This design comes from an exercise in tuning for small area and a short achievable clock period on the open sky130 flow, not from production work.
The RTL was checked by simulation tests, not by an equivalence proof against the original design.
Power and IR drop assume default switching activity.

==> 05-20 <==
// twiddle_mult
module twiddle_mult
#(
    parameter int DATA_W    = 32,
    parameter int START_CNT = 64
) (
    input  logic              clk,
    input  logic              rst_n,
    input  logic [7:0]        cnt,
    input  logic [DATA_W-1:0] data_in,
    output logic [DATA_W-1:0] data_out
);
==> module twiddle_gen, before the edit <==
module twiddle_gen (
    input  logic        clk,
    input  logic        rst_n,
    input  logic [7:0]  cnt,
    output logic [5:0]  cr_m2,
    output logic [5:0]  cr_m1,
    output logic [5:0]  cr_p1,
    output logic [5:0]  ci_m2,
    output logic [5:0]  ci_m1,
    output logic [5:0]  ci_p1
);
    logic [4:0] pos;
    logic [4:0] idx_d;
    assign pos = cnt[4:0];
    always_comb begin
        case (cnt[7:5])
            3'd2: idx_d = pos;
            3'd3: idx_d = {pos[3:0], 1'b0};
            3'd4: idx_d = {pos[2:0], 2'b0};
            3'd5: idx_d = {pos[1:0], 3'b0};
            3'd6: idx_d = {pos[0], 4'b0};
            default: idx_d = 5'd0;
        endcase
    end
    logic [4:0] idx_q;
    always_ff @(posedge clk) begin
        if (!rst_n) idx_q <= 5'd0;
        else        idx_q <= idx_d;
    end
    logic [31:0] oh;
    assign oh = 32'd1 << idx_q;
    assign cr_m2[0] = |(oh & 32'h00880810);
    assign cr_m2[1] = |(oh & 32'h0adc76a0);
    assign cr_m2[2] = |(oh & 32'h002a8880);
    assign cr_m2[3] = |(oh & 32'h08909220);
    assign cr_m2[4] = |(oh & 32'h00e01c00);
    assign cr_m2[5] = |(oh & 32'h00000000);
    assign cr_m1[0] = |(oh & 32'h414250ea);
    assign cr_m1[1] = |(oh & 32'h35220006);
    assign cr_m1[2] = |(oh & 32'h27002014);
    assign cr_m1[3] = |(oh & 32'h04424118);
    assign cr_m1[4] = |(oh & 32'h001c03c0);
    assign cr_m1[5] = |(oh & 32'hff000000);
    assign cr_p1[0] = |(oh & 32'h10202200);
    assign cr_p1[1] = |(oh & 32'hc0008958);
    assign cr_p1[2] = |(oh & 32'h50405368);
    assign cr_p1[3] = |(oh & 32'h312424c0);
    assign cr_p1[4] = |(oh & 32'h0f00e000);
    assign cr_p1[5] = |(oh & 32'h00001fff);
    assign ci_m2[0] = |(oh & 32'h22000088);
    assign ci_m2[1] = |(oh & 32'h76a00adc);
    assign ci_m2[2] = |(oh & 32'ha800002a);
    assign ci_m2[3] = |(oh & 32'h12200890);
    assign ci_m2[4] = |(oh & 32'h0e0000e0);
    assign ci_m2[5] = |(oh & 32'h00000000);
    assign ci_m1[0] = |(oh & 32'h85044142);
    assign ci_m1[1] = |(oh & 32'h89583522);
    assign ci_m1[2] = |(oh & 32'h01c82700);
    assign ci_m1[3] = |(oh & 32'h84400442);
    assign ci_m1[4] = |(oh & 32'h7000001c);
    assign ci_m1[5] = |(oh & 32'h01ffff00);
    assign ci_p1[0] = |(oh & 32'h08101020);
    assign ci_p1[1] = |(oh & 32'h0006c000);
    assign ci_p1[2] = |(oh & 32'h04145040);
    assign ci_p1[3] = |(oh & 32'h49183124);
    assign ci_p1[4] = |(oh & 32'h01e00f00);
    assign ci_p1[5] = |(oh & 32'h00000000);
endmodule
clock: 8.0 ns
lec_check: 0
cap_margin: 20
core_margin: 2
core_utilization: 35
place_density: 0.4
setup_slack_margin: 3.0
slew_margin: 20
synth_hierarchical: 1
synth_minimum_keep_size: 0
tns_end_percent: 100
standard.sh (not shown) runs the stock make flow with config.mk's settings and CLKGATE_MAP_FILE= SYNTH_SCRIPT=/design/flow/synth_recipe.tcl, a recipe that flattens the netlist after the stock synthesis.
==> flow/flow/run.sh <==
#!/bin/bash
# Standard layout, except that the port buffers are buf_4 cells instead of the
# default choice (a slow delay buffer). Every port still gets its own buffer.
set -euo pipefail
export BUFFER_PORTS_ARGS="-buffer_cell sky130_fd_sc_hd__buf_4"
bash standard.sh finish > standard_finish.log 2>&1
==> 11-14: changes against 05-20 <==
--- a/flow/design.v
+++ b/flow/design.v
@@ -34,49 +34,67 @@
             default: idx_d = 5'd0;
         endcase
     end
-    logic [4:0] idx_q;
+    logic [31:0] oh;
+    assign oh = 32'd1 << idx_d;
+    logic [5:0] cr_m2_d;
+    assign cr_m2_d[0] = |(oh & 32'h00880810);
+    assign cr_m2_d[1] = |(oh & 32'h0adc76a0);
+    assign cr_m2_d[2] = |(oh & 32'h002a8880);
+    assign cr_m2_d[3] = |(oh & 32'h08909220);
+    assign cr_m2_d[4] = |(oh & 32'h00e01c00);
+    assign cr_m2_d[5] = |(oh & 32'h00000000);
+    logic [5:0] cr_m1_d;
+    assign cr_m1_d[0] = |(oh & 32'h414250ea);
+    assign cr_m1_d[1] = |(oh & 32'h35220006);
+    assign cr_m1_d[2] = |(oh & 32'h27002014);
+    assign cr_m1_d[3] = |(oh & 32'h04424118);
+    assign cr_m1_d[4] = |(oh & 32'h001c03c0);
+    assign cr_m1_d[5] = |(oh & 32'hff000000);
+    logic [5:0] cr_p1_d;
+    assign cr_p1_d[0] = |(oh & 32'h10202200);
+    assign cr_p1_d[1] = |(oh & 32'hc0008958);
+    assign cr_p1_d[2] = |(oh & 32'h50405368);
+    assign cr_p1_d[3] = |(oh & 32'h312424c0);
+    assign cr_p1_d[4] = |(oh & 32'h0f00e000);
+    assign cr_p1_d[5] = |(oh & 32'h00001fff);
+    logic [5:0] ci_m2_d;
+    assign ci_m2_d[0] = |(oh & 32'h22000088);
+    assign ci_m2_d[1] = |(oh & 32'h76a00adc);
+    assign ci_m2_d[2] = |(oh & 32'ha800002a);
+    assign ci_m2_d[3] = |(oh & 32'h12200890);
+    assign ci_m2_d[4] = |(oh & 32'h0e0000e0);
+    assign ci_m2_d[5] = |(oh & 32'h00000000);
+    logic [5:0] ci_m1_d;
+    assign ci_m1_d[0] = |(oh & 32'h85044142);
+    assign ci_m1_d[1] = |(oh & 32'h89583522);
+    assign ci_m1_d[2] = |(oh & 32'h01c82700);
+    assign ci_m1_d[3] = |(oh & 32'h84400442);
+    assign ci_m1_d[4] = |(oh & 32'h7000001c);
+    assign ci_m1_d[5] = |(oh & 32'h01ffff00);
+    logic [5:0] ci_p1_d;
+    assign ci_p1_d[0] = |(oh & 32'h08101020);
+    assign ci_p1_d[1] = |(oh & 32'h0006c000);
+    assign ci_p1_d[2] = |(oh & 32'h04145040);
+    assign ci_p1_d[3] = |(oh & 32'h49183124);
+    assign ci_p1_d[4] = |(oh & 32'h01e00f00);
+    assign ci_p1_d[5] = |(oh & 32'h00000000);
     always_ff @(posedge clk) begin
-        if (!rst_n) idx_q <= 5'd0;
-        else        idx_q <= idx_d;
+        if (!rst_n) begin
+            cr_m2 <= 6'd0;
+            cr_m1 <= 6'd0;
+            cr_p1 <= 6'd32;
+            ci_m2 <= 6'd0;
+            ci_m1 <= 6'd0;
+            ci_p1 <= 6'd0;
+        end else begin
+            cr_m2 <= cr_m2_d;
+            cr_m1 <= cr_m1_d;
+            cr_p1 <= cr_p1_d;
+            ci_m2 <= ci_m2_d;
+            ci_m1 <= ci_m1_d;
+            ci_p1 <= ci_p1_d;
+        end
     end
-    logic [31:0] oh;
-    assign oh = 32'd1 << idx_q;
-    assign cr_m2[0] = |(oh & 32'h00880810);
-    assign cr_m2[1] = |(oh & 32'h0adc76a0);
-    assign cr_m2[2] = |(oh & 32'h002a8880);
-    assign cr_m2[3] = |(oh & 32'h08909220);
-    assign cr_m2[4] = |(oh & 32'h00e01c00);
-    assign cr_m2[5] = |(oh & 32'h00000000);
-    assign cr_m1[0] = |(oh & 32'h414250ea);
-    assign cr_m1[1] = |(oh & 32'h35220006);
-    assign cr_m1[2] = |(oh & 32'h27002014);
-    assign cr_m1[3] = |(oh & 32'h04424118);
-    assign cr_m1[4] = |(oh & 32'h001c03c0);
-    assign cr_m1[5] = |(oh & 32'hff000000);
-    assign cr_p1[0] = |(oh & 32'h10202200);
-    assign cr_p1[1] = |(oh & 32'hc0008958);
-    assign cr_p1[2] = |(oh & 32'h50405368);
-    assign cr_p1[3] = |(oh & 32'h312424c0);
-    assign cr_p1[4] = |(oh & 32'h0f00e000);
-    assign cr_p1[5] = |(oh & 32'h00001fff);
-    assign ci_m2[0] = |(oh & 32'h22000088);
-    assign ci_m2[1] = |(oh & 32'h76a00adc);
-    assign ci_m2[2] = |(oh & 32'ha800002a);
-    assign ci_m2[3] = |(oh & 32'h12200890);
-    assign ci_m2[4] = |(oh & 32'h0e0000e0);
-    assign ci_m2[5] = |(oh & 32'h00000000);
-    assign ci_m1[0] = |(oh & 32'h85044142);
-    assign ci_m1[1] = |(oh & 32'h89583522);
-    assign ci_m1[2] = |(oh & 32'h01c82700);
-    assign ci_m1[3] = |(oh & 32'h84400442);
-    assign ci_m1[4] = |(oh & 32'h7000001c);
-    assign ci_m1[5] = |(oh & 32'h01ffff00);
-    assign ci_p1[0] = |(oh & 32'h08101020);
-    assign ci_p1[1] = |(oh & 32'h0006c000);
-    assign ci_p1[2] = |(oh & 32'h04145040);
-    assign ci_p1[3] = |(oh & 32'h49183124);
-    assign ci_p1[4] = |(oh & 32'h01e00f00);
-    assign ci_p1[5] = |(oh & 32'h00000000);
 endmodule
 module cmplx_mult_scale (
     input  logic        clk,
--- a/flow/config.mk
+++ b/flow/config.mk
@@ -6,10 +6,11 @@
 export NUM_CORES = 4
 export LEC_CHECK = 0
 export CAP_MARGIN = 20
+export CELL_PAD_IN_SITES_DETAIL_PLACEMENT = 1
+export CELL_PAD_IN_SITES_GLOBAL_PLACEMENT = 1
 export CORE_MARGIN = 2
-export CORE_UTILIZATION = 35
-export PLACE_DENSITY = 0.4
-export SETUP_SLACK_MARGIN = 3.0
+export CORE_UTILIZATION = 40
+export SETUP_SLACK_MARGIN = 3.4
 export SLEW_MARGIN = 20
 export SYNTH_HIERARCHICAL = 1
 export SYNTH_MINIMUM_KEEP_SIZE = 0
==> run notes <==
- Between 05-20 and 11-14, the lower worst hold slack is in 11-14 (gap 200 ps).
- In 05-20 the global-route usage is lower than in 11-14, by 5.9 points.
- 11-14 passed the timing, DRC and antenna checks. 05-20 finished clean.
- Flip-flop and latch count: 11-14 is higher than 05-20 (28).
- Against 11-14, the wire length of 05-20 is lower by 8.7%.
- Of 11-14 and 05-20, 11-14 has the higher clock power (gap about 100%, measured against 05-20).
- Against 11-14, the final area of 05-20 is lower by about 10%.
- In 11-14 the die area is smaller than in 05-20, by 7.0%.
- Against 11-14, the sequential power of 05-20 is lower by 19%.
- Between 11-14 and 05-20, the lower first-iteration DRC count is in 05-20 (gap about 30%, measured against 05-20).

[separate check: timing with driven ports]
Ports are ideal in the flow. The routed layouts listed here were re-timed in OpenROAD.
Step 1, drivers: a clkbuf_16 drives clk and a buf_2 each remaining input, both assumed.
Step 2 moves the port delays by t, midway between the first and last clock arrival at a register: inputs arrive t later, outputs are due t later. That takes back most of the time a late clock gives input paths.
a / b / c = ideal ports / drivers / drivers and shift; a / b = the first two.
run	t, ns	slack for setup (ns)	hold slack, ns	latest minus earliest clock arrival (ns)	worst slew at a driven data input, ns
05-20	0.455	3.049 / 3.080 / 2.625	1.335 / 1.300 / 1.561	0.020 / 0.020	0.04
11-14	0.542	3.311 / 3.274 / 2.732	1.139 / 1.139 / 1.139	0.012 / 0.011	0.09
After both steps setup and hold are still met in every run listed. The setup slack of 11-14, which loses most, moves by -0.037 ns with the drivers and by -0.579 ns with both steps.
